Context: an optimization exercise on an open-source flow, tuned for small area. The choices shown serve that exercise and are no tape-out recipe. The RTL was checked by simulation tests, not by an equivalence proof against the original design. Power is estimated from default activity; no workload was simulated.

### flow/standard.sh
#!/bin/bash
# synth_recipe.tcl (not shown) runs the flow's synth.tcl, then flattens the netlist and writes it again
# the make line also repeats each setting of config.mk as NAME=value (left out here)
make -C /OpenROAD-flow-scripts/flow DESIGN_CONFIG=/design/flow/config.mk WORK_HOME=/design/flow/orfs CLKGATE_MAP_FILE= SYNTH_SCRIPT=/design/flow/synth_recipe.tcl "${@:-finish}"
### flow/flow/downsize.tcl
# Runs after the floorplan step (POST_FLOORPLAN_TCL), before placement.
# Cells that drive only a few loads go to the smallest drive strength of
# their function: synthesis maps some single-gate modules to X2 cells.
# repair_design and repair_timing size cells up again where needed.
set db [ord::get_db]
proc master_area {m} { return [expr {[$m getWidth] * [$m getHeight]}] }
proc out_loads {inst} {
  set fo 0
  foreach it [$inst getITerms] {
    if {![$it isOutputSignal]} continue
    set net [$it getNet]
    if {$net eq "NULL"} continue
    foreach jt [$net getITerms] { if {[$jt isInputSignal]} { incr fo } }
    if {[llength [$net getBTerms]] > 0} { incr fo 4 }
  }
  return $fo
}
set down 0
foreach inst [[ord::get_db_block] getInsts] {
  set m [$inst getMaster]
  if {[$m getType] ne "CORE"} continue
  set mname [$m getName]
  if {![regexp {^(sky130_fd_sc_hd__[a-z0-9]+)_(\d+)$} $mname -> base sz]} continue
  if {[regexp {df|dl|clk|buf|conb} $base] || $sz <= 1} continue
  if {[out_loads $inst] > 2} continue
  set best $m
  foreach s {0 1} {
    set c [$db findMaster ${base}_$s]
    if {$c ne "NULL" && [master_area $c] < [master_area $best]} { set best $c }
  }
  if {$best ne $m} {
    replace_cell [sta::find_instance [$inst getName]] [$best getName]
    incr down
  }
}
puts "pre_resize: downsized $down lightly loaded cells"
### flow/constraint.sdc
create_clock -name core_clock -period 8.0 [get_ports {clk}]
set_input_delay 1.6000 -clock core_clock [delete_from_list [all_inputs] [get_ports {clk}]]
set_output_delay 1.6000 -clock core_clock [all_outputs]
set_load 0.01 [all_outputs]
### flow/design.v
module wb_regfile #(
   parameter logic [31:0] SP_RESET = 32'h0000_0FFC
) (
   input  logic        clk,
   input  logic        reset,
   input  logic        w_reg_ctl,
   input  logic [1:0]  mem_to_reg,
   input  logic [31:0] mem_data,
   input  logic [31:0] alu_result,
   input  logic [31:0] pc_value,
   input  logic [4:0]  w_reg_addr,
   input  logic [4:0]  rs_addr,
   input  logic [4:0]  rt_addr,
   output logic [31:0] rs_data,
   output logic [31:0] rt_data,
   output logic [31:0] wb_data,
   output logic        wb_en,
   output logic [31:0] wb_count
);
   localparam int unsigned SP_INDEX = 29;
   logic [31:0] regs_q [32];
   logic [31:0] wb_count_q;
   logic        src_alu, src_mem, src_pc;
   logic [31:0] wb_n;
   assign src_mem = (mem_to_reg == 2'd1);
   assign src_pc  = (mem_to_reg == 2'd2);
   assign src_alu = !src_mem && !src_pc;
   for (genvar b = 0; b < 32; b++) begin : g_wb
      rd_aoi222 u_wb (
         .a(alu_result[b]), .b(mem_data[b]), .c(pc_value[b]),
         .sa(src_alu), .sb(src_mem), .sc(src_pc), .y_n(wb_n[b])
      );
   end
   assign wb_data = ~wb_n;
   assign wb_en    = w_reg_ctl && (w_reg_addr != 5'd0);
   assign wb_count = wb_count_q;
   logic        reset_n;
   logic [31:0] col_dn;
   logic [31:0] col_sp_n;
   assign reset_n = !reset;
   for (genvar b = 0; b < 32; b++) begin : g_col
      hf_or2 u_col (.a(wb_n[b]), .b(reset), .y(col_dn[b]));
      if (SP_RESET[b]) begin : g_sp1
         hf_and2 u_sp (.a(wb_n[b]), .b(reset_n), .y(col_sp_n[b]));
      end else begin : g_sp0
         assign col_sp_n[b] = col_dn[b];
      end
   end
   logic [3:0]  w_lo, w_lo_r;
   logic [7:0]  w_hi, w_hi_r;
   logic [31:0] row_en;
   dec_2to4 u_wlo (.a(w_reg_addr[1:0]), .en(w_reg_ctl), .y(w_lo));
   dec_3to8 u_whi (.a(w_reg_addr[4:2]), .y(w_hi));
   assign w_lo_r = w_lo | {4{reset}};
   assign w_hi_r = w_hi | {8{reset}};
   assign row_en[0] = reset;
   for (genvar i = 1; i < 32; i++) begin : g_ren
      hf_and2 u_ren (.a(w_lo_r[i % 4]), .b(w_hi_r[i / 4]), .y(row_en[i]));
   end
   assign regs_q[0] = '0;
   for (genvar i = 1; i < 32; i++) begin : g_row
      logic [31:0] nxt;
      for (genvar b = 0; b < 32; b++) begin : g_b
         wr_bit u_wr (
            .q(regs_q[i][b]), .we_a(row_en[i]), .we_b(row_en[i]),
            .d_n((i == SP_INDEX) ? col_sp_n[b] : col_dn[b]), .nxt(nxt[b])
         );
      end
      always_ff @(posedge clk) regs_q[i] <= nxt;
   end
   logic [7:0]  grp_c;       
   logic [7:0]  grp_ones;    
   logic [31:0] bit_c;       
   logic [31:0] bit_co;      
   logic [31:0] wb_count_d;
   assign grp_c[0] = wb_en && !reset;
   for (genvar k = 0; k < 8; k++) begin : g_cgrp
      assign grp_ones[k] = &wb_count_q[4*k+3:4*k];
      if (k > 0) begin : g_skip
         assign grp_c[k] = grp_c[k-1] && grp_ones[k-1];
      end
      for (genvar j = 0; j < 4; j++) begin : g_cbit
         if (j == 0) begin : g_first
            assign bit_c[4*k] = grp_c[k];
         end else begin : g_next
            assign bit_c[4*k+j] = bit_co[4*k+j-1];
         end
         cnt_bit u_cnt (
            .q(wb_count_q[4*k+j]), .t(bit_c[4*k+j]), .clr_n(!reset),
            .d(wb_count_d[4*k+j]), .t_out(bit_co[4*k+j])
         );
      end
   end
   always_ff @(posedge clk) wb_count_q <= wb_count_d;
   logic        rs_byp, rt_byp;
   logic [31:0] rs_sel, rt_sel;
   logic [3:0]  rs_lo, rt_lo;
   logic [7:0]  rs_hi, rt_hi;
   logic [31:0] slot_d [32];
   hf_and2 u_rsbyp (.a(wb_en), .b(rs_addr == w_reg_addr), .y(rs_byp));
   hf_and2 u_rtbyp (.a(wb_en), .b(rt_addr == w_reg_addr), .y(rt_byp));
   dec_2to4 u_rslo (.a(rs_addr[1:0]), .en(!rs_byp), .y(rs_lo));
   dec_3to8 u_rshi (.a(rs_addr[4:2]), .y(rs_hi));
   dec_2to4 u_rtlo (.a(rt_addr[1:0]), .en(!rt_byp), .y(rt_lo));
   dec_3to8 u_rthi (.a(rt_addr[4:2]), .y(rt_hi));
   assign rs_sel[0] = rs_byp;
   assign rt_sel[0] = rt_byp;
   for (genvar i = 1; i < 32; i++) begin : g_sel
      hf_and2 u_rs (.a(rs_lo[i % 4]), .b(rs_hi[i / 4]), .y(rs_sel[i]));
      hf_and2 u_rt (.a(rt_lo[i % 4]), .b(rt_hi[i / 4]), .y(rt_sel[i]));
   end
   always_comb begin
      slot_d[0] = wb_data;
      for (int i = 1; i < 32; i++) slot_d[i] = regs_q[i];
   end
   logic [10:0] rs_part_n [32];
   logic [10:0] rt_part_n [32];
   for (genvar b = 0; b < 32; b++) begin : g_bit
      for (genvar g = 0; g < 10; g++) begin : g_grp
         rd_aoi222 u_rs (
            .a(slot_d[3*g][b]), .b(slot_d[3*g+1][b]), .c(slot_d[3*g+2][b]),
            .sa(rs_sel[3*g]), .sb(rs_sel[3*g+1]), .sc(rs_sel[3*g+2]),
            .y_n(rs_part_n[b][g])
         );
         rd_aoi222 u_rt (
            .a(slot_d[3*g][b]), .b(slot_d[3*g+1][b]), .c(slot_d[3*g+2][b]),
            .sa(rt_sel[3*g]), .sb(rt_sel[3*g+1]), .sc(rt_sel[3*g+2]),
            .y_n(rt_part_n[b][g])
         );
      end
      rd_aoi22 u_rs_last (
         .a(slot_d[30][b]), .b(slot_d[31][b]), .sa(rs_sel[30]), .sb(rs_sel[31]),
         .y_n(rs_part_n[b][10])
      );
      rd_aoi22 u_rt_last (
         .a(slot_d[30][b]), .b(slot_d[31][b]), .sa(rt_sel[30]), .sb(rt_sel[31]),
         .y_n(rt_part_n[b][10])
      );
      rd_nand11 u_rs_or (.p(rs_part_n[b]), .y(rs_data[b]));
      rd_nand11 u_rt_or (.p(rt_part_n[b]), .y(rt_data[b]));
   end
endmodule
module rd_aoi222 (
   input  logic a,
   input  logic b,
   input  logic c,
   input  logic sa,
   input  logic sb,
   input  logic sc,
   output logic y_n
);
   assign y_n = ~((a & sa) | (b & sb) | (c & sc));
endmodule
module rd_aoi22 (
   input  logic a,
   input  logic b,
   input  logic sa,
   input  logic sb,
   output logic y_n
);
   assign y_n = ~((a & sa) | (b & sb));
endmodule
module rd_nand11 (
   input  logic [10:0] p,
   output logic        y
);
   assign y = ~&p;
endmodule
module dec_2to4 (
   input  logic [1:0] a,
   input  logic       en,
   output logic [3:0] y
);
   always_comb begin
      for (int i = 0; i < 4; i++) y[i] = en && (a == 2'(i));
   end
endmodule
module dec_3to8 (
   input  logic [2:0] a,
   output logic [7:0] y
);
   always_comb begin
      for (int i = 0; i < 8; i++) y[i] = (a == 3'(i));
   end
endmodule
module cnt_bit (
   input  logic q,
   input  logic t,
   input  logic clr_n,
   output logic d,
   output logic t_out
);
   logic s;
   cnt_ha u_ha (.a(q), .b(t), .s(s), .c(t_out));
   assign d = s && clr_n;
endmodule
module cnt_ha (
   input  logic a,
   input  logic b,
   output logic s,
   output logic c
);
   assign s = a ^ b;
   assign c = a && b;
endmodule
module hf_and2 (
   input  logic a,
   input  logic b,
   output logic y
);
   assign y = a & b;
endmodule
module hf_or2 (
   input  logic a,
   input  logic b,
   output logic y
);
   assign y = a | b;
endmodule
module wr_bit (
   input  logic q,
   input  logic we_a,
   input  logic we_b,
   input  logic d_n,
   output logic nxt
);
   assign nxt = ~((~q & ~we_a) | (d_n & we_b));
endmodule
### flow/flow/pre_resize.tcl
# Runs before ORFS's repair_design (PRE_RESIZE_TCL).
# Each net with many loads (the read-select, row-enable and column-data
# lines, and the port buffers that feed wide fanouts) gets its driver
# replaced by a stronger cell of the same function, so repair_design does
# not have to split the net with chains of large buffers: the X2 cell where
# its slew at the placed loads stays well inside the limit, else the X4 cell.
set db [ord::get_db]
set hf {}
foreach net [[ord::get_db_block] getNets] {
  if {[$net getSigType] ne "SIGNAL"} continue
  set fo 0
  set drv ""
  foreach it [$net getITerms] {
    if {[$it isOutputSignal]} { set drv $it } elseif {[$it isInputSignal]} { incr fo }
  }
  if {$drv eq "" || $fo < 16} continue
  set inst [$drv getInst]
  set mname [[$inst getMaster] getName]
  if {![regexp {^(sky130_fd_sc_hd__[a-z0-9]+)_(\d+)$} $mname -> base sz]} continue
  if {[regexp {df|dl|clk} $base] || $sz >= 4} continue
  if {[$db findMaster ${base}_4] eq "NULL"} continue
  set to ${base}_4
  if {$sz < 2 && [$db findMaster ${base}_2] ne "NULL"} { set to ${base}_2 }
  replace_cell [sta::find_instance [$inst getName]] $to
  lappend hf [list $inst $net $base]
}
estimate_parasitics -placement
set x2 0
set x4 0
foreach e $hf {
  lassign $e inst net base
  set worst 0.0
  foreach it [$net getITerms] {
    if {![$it isInputSignal]} continue
    set p [get_pins "[[$it getInst] getName]/[[$it getMTerm] getName]"]
    set s [get_property $p slew_max]
    if {$s > $worst} { set worst $s }
  }
  if {[string match "*_4" [[$inst getMaster] getName]]} { incr x4; continue }
  if {$worst > 0.9e-9 && $worst > 0.9} {
    replace_cell [sta::find_instance [$inst getName]] ${base}_4
    incr x4
  } else {
    incr x2
  }
}
puts "pre_resize: upsized [llength $hf] drivers of nets with 16 or more loads: $x2 to X2, $x4 to X4"
### flow/config.mk
export PLATFORM = sky130hd
export DESIGN_NAME = wb_regfile
export DESIGN_NICKNAME = wb_regfile
export VERILOG_FILES = /design/flow/design.v
export SDC_FILE = /design/flow/constraint.sdc
export NUM_CORES = 4
export LEC_CHECK = 0
export CAP_MARGIN = 20
export CORE_MARGIN = 2
export CORE_UTILIZATION = 50
export GPL_TIMING_DRIVEN = 0
export PLACE_DENSITY = 0.62
export SETUP_SLACK_MARGIN = 0.1
export SLEW_MARGIN = 20
export SYNTH_HIERARCHICAL = 1
export SYNTH_MINIMUM_KEEP_SIZE = 0
### flow/flow/run.sh
#!/bin/bash
# Own layout flow: the standard ORFS flow (standard.sh: unchanged
# synthesis, floorplan, power grid, placement and routing) with these knobs:
# - port buffers use the smallest buffer (repair_design upsizes any that
#   drive large loads);
# - after the floorplan, lightly loaded cells go to their smallest drive
#   strength (flow/downsize.tcl);
# - before repair_design, drivers of heavily loaded nets are upsized
#   (flow/pre_resize.tcl);
# - clock tree synthesis uses X4 clock buffers, each driving up to nine
#   nearby flip-flops, and inserts no
#   dummy balancing loads.
# The full output of make goes to flow_make.log in the work folder; ORFS
# keeps each step's own log under orfs/logs/.
set -euo pipefail
W=$(pwd)
CTS="-sink_clustering_enable -repair_clock_nets -dont_use_dummy_load -buf_list sky130_fd_sc_hd__clkbuf_4 -sink_clustering_size 9 -sink_clustering_max_diameter 40"
bash standard.sh \
   "BUFFER_PORTS_ARGS=-buffer_cell sky130_fd_sc_hd__buf_1" \
   "POST_FLOORPLAN_TCL=$W/flow/downsize.tcl" \
   "PRE_RESIZE_TCL=$W/flow/pre_resize.tcl" \
   "CTS_ARGS=$CTS" \
   finish > "$W/flow_make.log" 2>&1
==> flow_metrics.py, run 1 <==
metrics = {
    "setup_path": {
        "worst_setup_path_end_kind": "primary output",
        "critPathRequiredTime_ps": 6400,
        "critPathLaunchType": "input port",
        "r2r_slack_ps": 5580,
        "path_class": "in -> out",
        "worst-path-max-fanout": 33,
        "arrival_ps": 5750,
    },
    "floorplan": {
        "rows": 112,
        "core_region_area_um2": 92900,
        "die_w_um": 310,
        "die_area_um2": 95900,
        "start_util_pct": 50.3,
        "die_h_um": 310,
        "io_pins": 245,
    },
    "yosys": {
        "yosysUniqueCellTypes": 26,
        "synth-edff-count": 0,
        "synth.top_cell.area_share_pct": 43.9,
        "synth_cells": 3333,
        "synth_ff_type": "dfxtp_1",
        "synth_most_common_cell": "dfxtp_1",
        "syn_avg_cell_area_um2": 14.0,
        "synth_commonest_cells": "dfxtp_1 (1024), a2bb2oi_2 (992), a222oi_1 (672)",
        "ys_seq_area_share_pct": 43.9,
        "yosys_register_bits": 1024,
        "yosys_warnings": 15,
        "synth_top_cell_by_area": "dfxtp_1",
        "synth_area_leaders": "dfxtp_1 (44%), a2bb2oi_2 (32%), a222oi_1 (14%)",
        "syn-cell-area_um2": 46700,
        "ys_async_sr_fraction_pct": 0,
        "synth_fp_nets": 3483,
    },
    "sta": {
        "setup_slack_ps": 654,
        "fmax_mhz": 136,
        "worstMarginPinSlew_ps": 1010,
        "finalHoldViolCount": 0,
        "slew_headroom_pct": 32.4,
        "rsz0062_at_grt": "false",
        "final_max_slew_viol_count": 0,
        "skew_ps": 46.6,
        "timing.hold.ws_ps": 490,
        "period_share_pct": 91.8,
        "setup-violations-final": 0,
        "min_period_ps": 7350,
    },
    "drt": {
        "antenna_left": 0,
        "drt-total-wl_um": 172000,
        "firstDrtPassIters": 14,
        "first_iter_violations": 8162,
        "wl_per_cell_um": 34.5,
        "via_per_inst": 7.59,
        "vias": 38000,
        "drcViolationCount": 0,
    },
    "placement": {
        "place_ws_ps": 861,
        "place_hpwl_um": 90000,
        "portBuffers": 244,
        "gp_congestion": 0.922,
    },
    "grt": {
        "grt_pass1_wl_um": 243000,
        "track_usage_pct": 34.4,
        "grt_max_degree": 65,
        "overflow": 0,
        "grt_pass1_vias": 35300,
        "antenna_found_initial": 5,
    },
    "finish": {
        "fin_nets": 3888,
        "drive_gt1_share_pct": 8.43,
        "syn_to_final_growth_pct": -5.52,
        "fillers": 8663,
    },
    "worst_hold_path": {
        "holdCritPathClass": "reg -> reg",
    },
    "pwr": {
        "cellPowerDensity_nw_per_um2": 259,
        "p_leak_nw": 17.1,
        "vdd_ir_drop_max_uv": 119,
    },
    "clocking": {
        "clock_sinks": 1024,
        "clkLatencyLatePin_ps": 1050,
        "cts_hold_buffers": 0,
        "cts.repair.resized": 0,
        "cts_setup_buffers": 0,
        "cts_max_level": 4,
        "cts_buffer_depth": 3,
        "cts.clk_slew.worst_paths_ps": 60,
        "cts_root_buffer": "clkbuf_4",
        "cts_made_buffers": 159,
        "cts_tree": "done",
    },
    "outcome": {
        "status": "finished clean",
    },
    "flow_run": {
        "maxCapViolations": 0,
    },
}
-- stage by stage --
step	std cells	power, mW	TNS (ps)	area [um2]	util (%)
final	5001	11.4	0	44100	47.5
after global routing	4997	11.9	0	44100	47.5
after CTS	4990	11.4	0	44100	47.5
after detailed placement	4831	8.75	0	42900	46.2
after global placement	4831	8.73	-46560	42600	45.9
after floorplan	3333	8.88	0	46700	-
-- registers in the layout, indices dropped and copies added, names as in the netlist --
register	flops
wb_count_q	32
regs_q	992
-- critical path: stages --
cell      delay (ps)
buf_1            220
or4_1            610
o21ai_4          420
inv_1            140
and2_4           380
inv_1            190
nor3b_2          460
and2_4           650
a222oi_1         170
nand4_1          450
or3_1            230
buf_1            160
-- metal layers --
layer	wire (um)	part of all wire (%)	global-route usage, %
met2	72200	42	49.9
met1	67200	39	44.6
met5	14	0.0081	0
met4	11200	6.5	22.8
met3	21700	13	9.71
-- per-module statistics from Yosys, one instance, submodules excluded, a selection --
module	cells inside	flops+latches	copies in the design	cell area (um2)
hf_and2	1	0	105	6.26
cnt_ha	1	0	32	12.5
rd_aoi222	1	0	672	10.0
rd_nand11	4	0	64	23.8
wr_bit	1	0	992	15.0
rd_aoi22	1	0	64	12.5
wb_regfile	1112	1024	1	21000
cnt_bit	1	0	32	6.26
-- cell type report --
class | instances | area, um2 | share of cell area [%]
clock buffers | 159 | 1190 | 2.71
well taps | 1254 | 1570 | 3.56
repair buffers | 244 | 920 | 2.08
multi-input cells | 2270 | 19800 | 44.8
plain buffers | 1 | 3.75 | 0.00851
inverters | 38 | 143 | 0.323
diodes | 11 | 27.5 | 0.0624
flip-flops and latches | 1024 | 20500 | 46.5
-- cell families after synthesis --
kind of cell    count (synthesis)  share of synthesized area (%)
simple gates                  497                           6.65
fa+ha+maj                      34                          0.911
buf+inv                        39                          0.313
flops                        1024                           43.9
xor+xnor                       10                          0.188
compound gates               1729                           48.0
-- worst paths after layout --
path | startpoint | to | cells past startpoint
hold reg to reg | regs_q[28][14]$_DFF_P_ | regs_q[28][14]$_DFF_P_ | 1
hold / removal | regs_q[28][14]$_DFF_P_ | regs_q[28][14]$_DFF_P_ | 1
setup / recovery | w_reg_addr[2] | rs_data[1] | 12
setup reg to reg | wb_count_q[7]$_DFF_P_ | wb_count_q[31]$_DFF_P_ | 8
-- layout by cell type (no fill, tap or decap) --
cell type,count
and2_1,43
ha_4,1
a222oi_1,672
a22oi_1,64
or4_1,1
buf_4,1
and3_1,2
ha_1,32
inv_2,1
xnor2_1,6
inv_1,37
nor3b_1,10
clkbuf_1,1
diode_2,11
nand3_1,66
or3_1,66
xor2_1,4
nor3b_2,2
nor4_1,3
and3_2,4
a2bb2oi_1,992
buf_1,243
nor3_1,7
nand4_1,135
dfxtp_1,1024
clkbuf_4,159
and3b_1,9
ha_2,1
and2_4,95
o21ai_4,1
or2_2,44
nor4b_1,1
and3b_2,6
nor2_1,3
-- report_power, final --
part	leakage (nW)	internal (mW)	switching, mW
Combinational	7.69	0.965	1.15
Clock	0.732	0.910	1.78
Sequential	8.63	5.96	0.667
==> inputs of run 2 (changes only) <==
--- a/flow/design.v
+++ b/flow/design.v
@@ -46,13 +46,11 @@
          assign col_sp_n[b] = col_dn[b];
       end
    end
-   logic [3:0]  w_lo, w_lo_r;
-   logic [7:0]  w_hi, w_hi_r;
+   logic [3:0]  w_lo_r;
+   logic [7:0]  w_hi_r;
    logic [31:0] row_en;
-   dec_2to4 u_wlo (.a(w_reg_addr[1:0]), .en(w_reg_ctl), .y(w_lo));
-   dec_3to8 u_whi (.a(w_reg_addr[4:2]), .y(w_hi));
-   assign w_lo_r = w_lo | {4{reset}};
-   assign w_hi_r = w_hi | {8{reset}};
+   wdec_2to4 u_wlo (.a(w_reg_addr[1:0]), .en(w_reg_ctl), .all(reset), .y(w_lo_r));
+   wdec_3to8 u_whi (.a(w_reg_addr[4:2]), .all(reset), .y(w_hi_r));
    assign row_en[0] = reset;
    for (genvar i = 1; i < 32; i++) begin : g_ren
       hf_and2 u_ren (.a(w_lo_r[i % 4]), .b(w_hi_r[i / 4]), .y(row_en[i]));
@@ -226,3 +224,22 @@
 );
    assign nxt = ~((~q & ~we_a) | (d_n & we_b));
 endmodule
+module wdec_2to4 (
+   input  logic [1:0] a,
+   input  logic       en,
+   input  logic       all,
+   output logic [3:0] y
+);
+   always_comb begin
+      for (int i = 0; i < 4; i++) y[i] = all || (en && (a == 2'(i)));
+   end
+endmodule
+module wdec_3to8 (
+   input  logic [2:0] a,
+   input  logic       all,
+   output logic [7:0] y
+);
+   always_comb begin
+      for (int i = 0; i < 8; i++) y[i] = all || (a == 3'(i));
+   end
+endmodule
--- a/flow/config.mk
+++ b/flow/config.mk
@@ -7,9 +7,9 @@
 export LEC_CHECK = 0
 export CAP_MARGIN = 20
 export CORE_MARGIN = 2
-export CORE_UTILIZATION = 50
+export CORE_UTILIZATION = 60
 export GPL_TIMING_DRIVEN = 0
-export PLACE_DENSITY = 0.62
+export PLACE_DENSITY = 0.72
 export SETUP_SLACK_MARGIN = 0.1
 export SLEW_MARGIN = 20
 export SYNTH_HIERARCHICAL = 1
==> run 2 against run 1 <==
Compared with the run above: synthesized cell count is 0.18% lower; die area is 17% lower; register-to-register slack gained 80 ps; critical endpoint is now rs_data[6]; highest routed layer unchanged.
==> flow_metrics.py, run 2 <==
metrics = {
    "yosys": {
        "syn-cell-area_um2": 46600,
        "synth_fp_nets": 3477,
        "ys_seq_area_share_pct": 43.9,
        "synth-compound-area-share_pct": 48.3,
        "yosys.area_share.simple_pct": 6.33,
        "syn_avg_cell_area_um2": 14.0,
        "ys_async_sr_fraction_pct": 0,
        "synth.top_cell.area_share_pct": 43.9,
        "synth_commonest_cells": "dfxtp_1 (1024), a2bb2oi_2 (992), a222oi_1 (672)",
        "synth_most_common_cell": "dfxtp_1",
        "synth_xor_area_share_pct": 0.188,
        "yosys_register_bits": 1024,
        "synth_ff_type": "dfxtp_1",
        "synth_cells": 3327,
        "muxShareOfSynthArea_pct": 0,
        "synth_fa_ha_area_share_pct": 0.912,
        "synth_top_cell_by_area": "dfxtp_1",
        "synth_top_family_by_area": "compound AO/OA/AOI/OAI gates",
        "synth_area_leaders": "dfxtp_1 (44%), a2bb2oi_2 (32%), a222oi_1 (14%)",
        "yosysUniqueCellTypes": 31,
        "yosys_warnings": 17,
        "synth-edff-count": 0,
    },
    "clocking": {
        "cts_setup_buffers": 0,
        "cts_tree": "done",
        "cts_made_buffers": 142,
        "clkLatencyLatePin_ps": 1020,
        "cts.repair.resized": 0,
        "cts_buffer_depth": 3,
        "cts_max_level": 4,
        "clock_sinks": 1024,
        "cts_hold_buffers": 0,
        "cts.clk_slew.worst_paths_ps": 60,
        "cts_root_buffer": "clkbuf_4",
    },
    "grt": {
        "grt_max_degree": 65,
        "gr-usage-met3_pct": 13.5,
        "grt_pass1_wl_um": 230000,
        "overflow": 0,
        "antenna_found_initial": 7,
        "track_usage_pct": 38.9,
        "grt_pass1_vias": 34600,
        "grt_use_met2_pct": 54.4,
        "use_met1_pct": 51.1,
        "gr-max-usage-layer": "met2",
    },
    "sta": {
        "slew_headroom_pct": 29.0,
        "timing.hold.ws_ps": 489,
        "skew_ps": 15.0,
        "min_period_ps": 7360,
        "fmax_mhz": 136,
        "setup-violations-final": 0,
        "setup_slack_ps": 635,
        "period_share_pct": 92.1,
        "finalHoldViolCount": 0,
        "rsz0062_at_grt": "false",
        "final_max_slew_viol_count": 0,
        "worstMarginPinSlew_ps": 1060,
    },
    "setup_path": {
        "critPathLaunchType": "input port",
        "slowest_stage": "and2_4",
        "path_class": "in -> out",
        "r2r_start": "wb_count_q[4]$_DFF_P_",
        "crit_path_end": "rs_data[6]",
        "arrival_ps": 5760,
        "critPathRequiredTime_ps": 6400,
        "crit_path_cell_trace": "buf_1 > or4_1 > o21ai_4 > inv_1 > and2_4 > inv_1 > nor3b_2 > and2_4 > a222oi_1 > nand4_1 > or3_1 > buf_1",
        "r2r_slack_ps": 5660,
        "r2r_cells": 8,
        "cp-startpoint": "w_reg_addr[2]",
        "worst_setup_path_end_kind": "primary output",
        "worst-path-max-fanout": 33,
        "max_stage_delay_ps": 620,
        "r2r-end": "wb_count_q[31]$_DFF_P_",
    },
    "drt": {
        "wl_per_cell_um": 34.1,
        "drcViolationCount": 0,
        "drt-total-wl_um": 162000,
        "first_iter_violations": 8343,
        "vias": 38200,
        "firstDrtPassIters": 15,
        "via_per_inst": 8.02,
        "antenna_left": 0,
    },
    "worst_hold_path": {
        "holdCritPathClass": "reg -> reg",
    },
    "finish": {
        "largest_register_ffs": 992,
        "layout_common_cells": "dfxtp_1 (1024), a2bb2oi_1 (992), a222oi_1 (672)",
        "utilization_pct": 56.6,
        "final_common_cell": "dfxtp_1",
        "drive_gt1_share_pct": 7.76,
        "fin_nets": 3865,
        "syn_to_final_growth_pct": -6.36,
        "largest_register": "regs_q",
        "reg.largest.list": "regs_q: 992 flops, wb_count_q: 32 flops",
    },
    "floorplan": {
        "rows": 102,
        "core_region_area_um2": 77200,
        "die_area_um2": 80000,
        "die_h_um": 283,
        "die_w_um": 283,
        "start_util_pct": 60.4,
        "io_pins": 245,
    },
    "outcome": {
        "status": "finished clean",
    },
    "placement": {
        "place_ws_ps": 923,
        "portBuffers": 244,
        "gp_congestion": 0.913,
        "place_hpwl_um": 85600,
    },
    "pwr": {
        "p_leak_nw": 16.9,
        "vdd_ir_drop_max_uv": 159,
        "cellPowerDensity_nw_per_um2": 258,
    },
    "flow_run": {
        "maxCapViolations": 0,
    },
}
-- run 2: worst min path at each step --
| stage | start | to | depth (start not counted) |
|---|---|---|---|
| floorplan | regs_q[29][10]$_DFF_P_ | regs_q[29][10]$_DFF_P_ | 1 |
| global placement | regs_q[1][2]$_DFF_P_ | regs_q[1][2]$_DFF_P_ | 1 |
| detailed placement | regs_q[1][24]$_DFF_P_ | regs_q[1][24]$_DFF_P_ | 1 |
| CTS | regs_q[7][4]$_DFF_P_ | regs_q[7][4]$_DFF_P_ | 1 |
| global route | regs_q[7][4]$_DFF_P_ | regs_q[7][4]$_DFF_P_ | 1 |
| finish | regs_q[1][24]$_DFF_P_ | regs_q[1][24]$_DFF_P_ | 1 |
-- run 2: final cells by class --
class	count	area (um2)
Antenna cell	10	25.0
Clock buffer	142	1070
Fill cell	6729	33500
Inverter	40	150
Multi-Input combinational cell	2263	19700
Sequential cell	1024	20500
Tap cell	1040	1300
Timing Repair Buffer	244	920
-- run 2: logic make-up (layout without fill, tap and decap cells) --
family	Yosys count	after routing
flip-flops	1024	1024
adder cells (fa/ha/maj)	34	34
other	0	10
XOR/XNOR	10	10
AND/OR/NAND/NOR	478	478
AO/OA/AOI/OAI	1741	1741
buffers and inverters	40	426
-- run 2: where the power goes --
group          internal, mW  total [mW]  switching [mW]
Combinational         0.963        2.12            1.16
Sequential             5.96        6.63           0.672
Clock                 0.817        2.53            1.72
Total                  7.74        11.3            3.54
-- run 2: worst max-delay path: cells and delay by family --
| kind | cells | cell delay (ps) |
|---|---|---|
| and+or+nand+nor | 6 | 2700 |
| AOI/OAI and AO/OA | 2 | 520 |
| buffers and inverters | 4 | 910 |
-- run 2: Yosys stat by module, one instance, submodules excluded --
| module | cell area (um2) | flops+latches | times used |
|---|---|---|---|
| cnt_bit | 6.26 | 0 | 32 |
| cnt_ha | 12.5 | 0 | 32 |
| dec_2to4 | 37.5 | 0 | 2 |
| dec_3to8 | 65.1 | 0 | 2 |
| hf_and2 | 6.26 | 0 | 105 |
| hf_or2 | 6.26 | 0 | 32 |
| rd_aoi22 | 12.5 | 0 | 64 |
| rd_aoi222 | 10.0 | 0 | 672 |
| rd_nand11 | 23.8 | 0 | 64 |
| wb_regfile | 20900 | 1024 | 1 |
| wdec_2to4 | 42.5 | 0 | 1 |
| wdec_3to8 | 85.1 | 0 | 1 |
| wr_bit | 15.0 | 0 | 992 |
-- run 2: layer usage --
layer	vias to the layer above	wire [um]
li1	16200	-
met1	18300	61200
met2	3192	66200
met3	597	24700
met4	10	10100
met5	-	92
-- run 2: through the flow --
step | power [mW] | cells | TNS (ps) | area [um2]
after global routing | 11.7 | 4761 | 0 | 43700
after floorplan | 8.88 | 3327 | 0 | 46600
after detailed placement | 8.73 | 4611 | 0 | 42600
after global placement | 8.69 | 4611 | -42720 | 42300
final | 11.3 | 4763 | 0 | 43700
after CTS | 11.2 | 4753 | 0 | 43700

[static timing again, ports no longer ideal]
No port has a modelled driver above. Below, the same layouts with a new extraction and two added sets of constraints.
Step 1, drivers: a clkbuf_16 drives clk and a buf_2 each remaining input, both assumed.
Step 2 times the ports against the registers' clock, not the clock port: input delays grow and output delays shrink by t, the midpoint of the rising clock arrivals with the driver on.
Three values: ideal, step 1, step 2; two values: the first two.
run	t (ns)	setup WS [ns]	hold WS [ns]	worst setup path after step 2	clock arrival spread, ns
run 1	1.113	0.654 / 0.633 / 0.633	0.490 / 0.490 / 0.490	input to output	0.136 / 0.136
run 2	1.067	0.635 / 0.610 / 0.610	0.489 / 0.489 / 0.489	input to output	0.109 / 0.109
After both steps every run listed still meets setup and hold. For run 2, which loses most, drivers alone change the setup slack by -0.025 ns; drivers and shift together by -0.025 ns.
